From an optimization exercise on the open Yosys and OpenROAD flow, aimed at small area and few clock cycles per item; shortcuts taken in it are not production practice. Where RTL was checked, it was by simulation tests only, not by an equivalence proof against the original.

Setup of the reference run:
Design dsp_mac_pipe, start of the top module:
module dsp_mac_pipe (
  input  logic               CLK,
  input  logic               RSTN,
  input  logic               IN_VALID,
  output logic               IN_READY,
  input  logic signed [17:0] A,
  input  logic signed [17:0] B,
  input  logic signed [17:0] D,
  input  logic signed [47:0] C,
  input  logic [3:0]         OPMODE,
  output logic               OUT_VALID,
  input  logic               OUT_READY,
  output logic signed [47:0] P,
  output logic               CARRYOUT,
  output logic               OVERFLOW
);
  logic        vld_q;
  logic [3:0]  cnt_q;
  logic [47:0] r_q;
  logic        co_q, ovf_q;
  logic        v1_q;
  logic [17:0] a1_q;
  logic [18:0] pre1_q;
  logic [47:0] c1_q;
  logic [1:0]  op1_q;      
  logic fire, adv;
  assign fire     = v1_q && (!vld_q || OUT_READY);
  assign adv      = !v1_q || fire;
  assign IN_READY = adv;
  logic        sb;
  logic [18:0] dg, bx, pre_d;
  logic [19:0] pre_w, pre_x, pre_y;
  assign sb    = OPMODE[0] & OPMODE[1];
  assign dg    = OPMODE[0] ? {D[17], D} : 19'd0;
  assign bx    = {B[17], B} ^ {19{sb}};
  assign pre_x = {dg, 1'b1};
  assign pre_y = {bx, sb};
  wire [19:0] pp_g0, pp_p0;
  assign pp_g0 = pre_x & pre_y;
  assign pp_p0 = pre_x ^ pre_y;
  wire pp_G1, pp_P1;
  assign pp_G1 = pp_g0[1] | (pp_p0[1] & pp_g0[0]);
  assign pp_P1 = pp_p0[1] & pp_p0[0];
  wire pp_G2, pp_P2;
  assign pp_G2 = pp_g0[3] | (pp_p0[3] & pp_g0[2]);
  assign pp_P2 = pp_p0[3] & pp_p0[2];
  wire pp_G3, pp_P3;
  assign pp_G3 = pp_g0[5] | (pp_p0[5] & pp_g0[4]);
  assign pp_P3 = pp_p0[5] & pp_p0[4];
  wire pp_G4, pp_P4;
  ...
Settings: LEC_CHECK=0, CAP_MARGIN=20, CORE_MARGIN=2, CORE_UTILIZATION=40, SLEW_MARGIN=20; clock period 7.0 ns.
standard.sh (not shown) runs the stock make flow with config.mk's settings and CLKGATE_MAP_FILE= SYNTH_SCRIPT=/design/flow/synth_recipe.tcl, a recipe that flattens the netlist after the stock synthesis.
==> flow/flow/run.sh <==
#!/bin/bash
# The standard ORFS layout (the standard.sh), with these changes:
# - the port buffers that global placement inserts on every input and output
#   are sky130_fd_sc_hd__buf_1 instead of the tool's default pick; timing
#   repair still resizes any of them that need more drive;
# - Yosys's synth runs without its early "abc -fast" pass, so the full adders
#   that ORFS extracts keep the polarity the RTL writes them in (the final ABC
#   mapping and everything else are unchanged);
# - clock tree synthesis uses smaller clock buffers, larger sink clusters and
#   no dummy loads.
set -euo pipefail
bash standard.sh "BUFFER_PORTS_ARGS=-buffer_cell sky130_fd_sc_hd__buf_1" "SYNTH_ARGS=-noabc" \
  "CTS_ARGS=-sink_clustering_enable -repair_clock_nets -buf_list {sky130_fd_sc_hd__clkbuf_4 sky130_fd_sc_hd__clkbuf_8} -sink_clustering_size 30 -sink_clustering_max_diameter 100 -dont_use_dummy_load" \
  finish > standard.log 2>&1
diff inputs: the reference run => the trial run
--- a/flow/design.v
+++ b/flow/design.v
@@ -155,29 +155,27 @@
   logic [18:0] a_ext;
   logic [8:0]  one, two, neg;
   assign pre   = pre1_q;
   assign a_ext = {a1_q, 1'b0};
   always_comb begin
     for (int i = 0; i < 9; i++) begin
       one[i] = a_ext[2*i+1] ^ a_ext[2*i];
       two[i] = ((a_ext[2*i+2] & ~a_ext[2*i+1] & ~a_ext[2*i]) |
                        (~a_ext[2*i+2] & a_ext[2*i+1] & a_ext[2*i]));
       neg[i] = v1_q & (a_ext[2*i+2] ^ op1_q[1]);
     end
   end
-  logic [18:0] pre_v;
   logic [19:0] pre2, pre1;
-  assign pre_v = pre & {19{v1_q}};
-  assign pre1 = {pre_v[18], pre_v};
-  assign pre2 = {pre_v, 1'b0};
+  assign pre1 = {pre[18], pre};
+  assign pre2 = {pre, 1'b0};
   logic [19:0] y0, y1, y2, y3, y4, y5, y6, y7, y8;
   assign y0 = (({20{one[0]}} & pre1) | ({20{two[0]}} & pre2)) ^ {20{neg[0]}};
   assign y1 = (({20{one[1]}} & pre1) | ({20{two[1]}} & pre2)) ^ {20{neg[1]}};
   assign y2 = (({20{one[2]}} & pre1) | ({20{two[2]}} & pre2)) ^ {20{neg[2]}};
   assign y3 = (({20{one[3]}} & pre1) | ({20{two[3]}} & pre2)) ^ {20{neg[3]}};
   assign y4 = (({20{one[4]}} & pre1) | ({20{two[4]}} & pre2)) ^ {20{neg[4]}};
   assign y5 = (({20{one[5]}} & pre1) | ({20{two[5]}} & pre2)) ^ {20{neg[5]}};
   assign y6 = (({20{one[6]}} & pre1) | ({20{two[6]}} & pre2)) ^ {20{neg[6]}};
   assign y7 = (({20{one[7]}} & pre1) | ({20{two[7]}} & pre2)) ^ {20{neg[7]}};
   assign y8 = (({20{one[8]}} & pre1) | ({20{two[8]}} & pre2)) ^ {20{neg[8]}};
   logic        use_acc;
   logic [47:0] base;
==> comparison <==
Between the reference run and the trial run, the difference in register area is negligible. [the trial run] clock period minus final worst setup slack rose 0.22 ns relative to the reference run. Compared the trial run vs the reference run, and post-route worst hold slack is up in the trial run. NOTE area of all placed cells without fillers the reference run->the trial run decreased slightly. Compared with the reference run, placement density in the core of the trial run is higher. For the trial run, the startpoint of the most critical setup path was a1_q[5]$_DFFE_PP_, unlike the reference run, where it was op1_q[1]$_DFFE_PP_. In the trial run, non-clock buffer count is lower than in the reference run. Relative to the reference run, die footprint has gone down in the trial run.
No functional check of the RTL was part of any run of this note.

dsp_mac_pipe, a different RTL version from the one above (not shown whole).
For scale: roughly 1300 cells after synthesis, roughly 140 flip-flops, roughly 160 I/O pins, about 15000 um2 of cells after synthesis.
Design dsp_mac_pipe, start of the top module:
module dsp_mac_pipe (
  input  logic               CLK,
  input  logic               RSTN,
  input  logic               IN_VALID,
  output logic               IN_READY,
  input  logic signed [17:0] A,
  input  logic signed [17:0] B,
  input  logic signed [17:0] D,
  input  logic signed [47:0] C,
  input  logic [3:0]         OPMODE,
  output logic               OUT_VALID,
  input  logic               OUT_READY,
  output logic signed [47:0] P,
  output logic               CARRYOUT,
  output logic               OVERFLOW
);
  logic        vld_q;
  logic [3:0]  cnt_q;
  logic [47:0] r_q;
  logic        co_q, ovf_q;
  logic        v1_q;
  logic [17:0] a1_q;
  logic [18:0] pre1_q;
  logic [47:0] c1_q;
  logic [1:0]  op1_q;      
  logic fire, adv;
  assign fire     = v1_q && (!vld_q || OUT_READY);
  assign adv      = !v1_q || fire;
  assign IN_READY = adv;
  logic        sb;
  logic [18:0] dg, bx, pre_d;
  logic [19:0] pre_w, pre_x, pre_y;
  assign sb    = OPMODE[0] & OPMODE[1];
  assign dg    = OPMODE[0] ? {D[17], D} : 19'd0;
  assign bx    = {B[17], B} ^ {19{sb}};
  assign pre_x = {dg, 1'b1};
  assign pre_y = {bx, sb};
  wire [19:0] pp_g0, pp_p0;
  assign pp_g0 = pre_x & pre_y;
  assign pp_p0 = pre_x ^ pre_y;
  ...
export LEC_CHECK = 0
export CAP_MARGIN = 20
export CORE_MARGIN = 2
export CORE_UTILIZATION = 40
export SLEW_MARGIN = 20
create_clock -name core_clock -period 7.0 [get_ports {CLK}]
Scripts as last shown in full above: flow/flow/run.sh
The first run completed with no timing, DRC or antenna violations.
Then changed:
--- a/flow/design.v
+++ b/flow/design.v
@@ -151,22 +151,22 @@
       op1_q  <= OPMODE[3:2];
     end
   end
   logic [18:0] pre;
   logic [18:0] a_ext;
   logic [8:0]  one, two, neg;
   assign pre   = pre1_q;
   assign a_ext = {a1_q, 1'b0};
   always_comb begin
     for (int i = 0; i < 9; i++) begin
-      one[i] = a_ext[2*i+1] ^ a_ext[2*i];
-      two[i] = ((a_ext[2*i+2] & ~a_ext[2*i+1] & ~a_ext[2*i]) |
+      one[i] = v1_q & (a_ext[2*i+1] ^ a_ext[2*i]);
+      two[i] = v1_q & ((a_ext[2*i+2] & ~a_ext[2*i+1] & ~a_ext[2*i]) |
                        (~a_ext[2*i+2] & a_ext[2*i+1] & a_ext[2*i]));
       neg[i] = v1_q & (a_ext[2*i+2] ^ op1_q[1]);
     end
   end
   logic [19:0] pre2, pre1;
   assign pre1 = {pre[18], pre};
   assign pre2 = {pre, 1'b0};
   logic [19:0] y0, y1, y2, y3, y4, y5, y6, y7, y8;
   assign y0 = (({20{one[0]}} & pre1) | ({20{two[0]}} & pre2)) ^ {20{neg[0]}};
   assign y1 = (({20{one[1]}} & pre1) | ({20{two[1]}} & pre2)) ^ {20{neg[1]}};
- The changed run finished clean
- worst setup slack degrades by 0.16 ns
- routed wire length climbs by 2.5%
- fmax drops by 2.3%
- cell area climbs by 2.2%
- first-iteration DRC count drops by 19%
- cell count climbs by 2.4%
- die area climbs by 1.8%
- non-clock buffer count climbs by 15
Testbench counts after the change, summed over its fixed seeds: cycles 32,062, items 32,046.
Only the layout flow was run in the first run of this note; the RTL was not checked for function there.

-- re-timing with driven ports --
The flow's constraints put no driver on any port. The routed layouts listed below were extracted and timed again, unchanged, in two steps.
Step 1 (the two cells are an assumption about what drives the block):
set clk [get_ports {CLK}]
set_driving_cell -lib_cell sky130_fd_sc_hd__clkbuf_16 $clk
set_driving_cell -lib_cell sky130_fd_sc_hd__buf_2 [delete_from_list [all_inputs] $clk]
Step 2 adds t to the input delays and takes it off the output delays; t is the mean of the earliest and latest rising clock arrival at the registers after step 1. Input paths then give back, and output paths get back, about the clock's delay inside the block.
a / b / c = ideal / step 1 / step 2; a / b = the first two.
run | shift t [ns] | slack for setup (ns) | worst slew at a driven data input, ns
the reference run | 0.551 | 0.568 / 0.568 / 0.568 | 0.05
the trial run | 0.537 | 0.349 / 0.349 / 0.349 | 0.06
the first run of note 2 | 0.529 | 0.388 / 0.388 / 0.388 | 0.06
the second run of note 2 | 0.564 | 0.231 / 0.231 / 0.231 | 0.05
After both steps setup and hold are still met in every run listed.
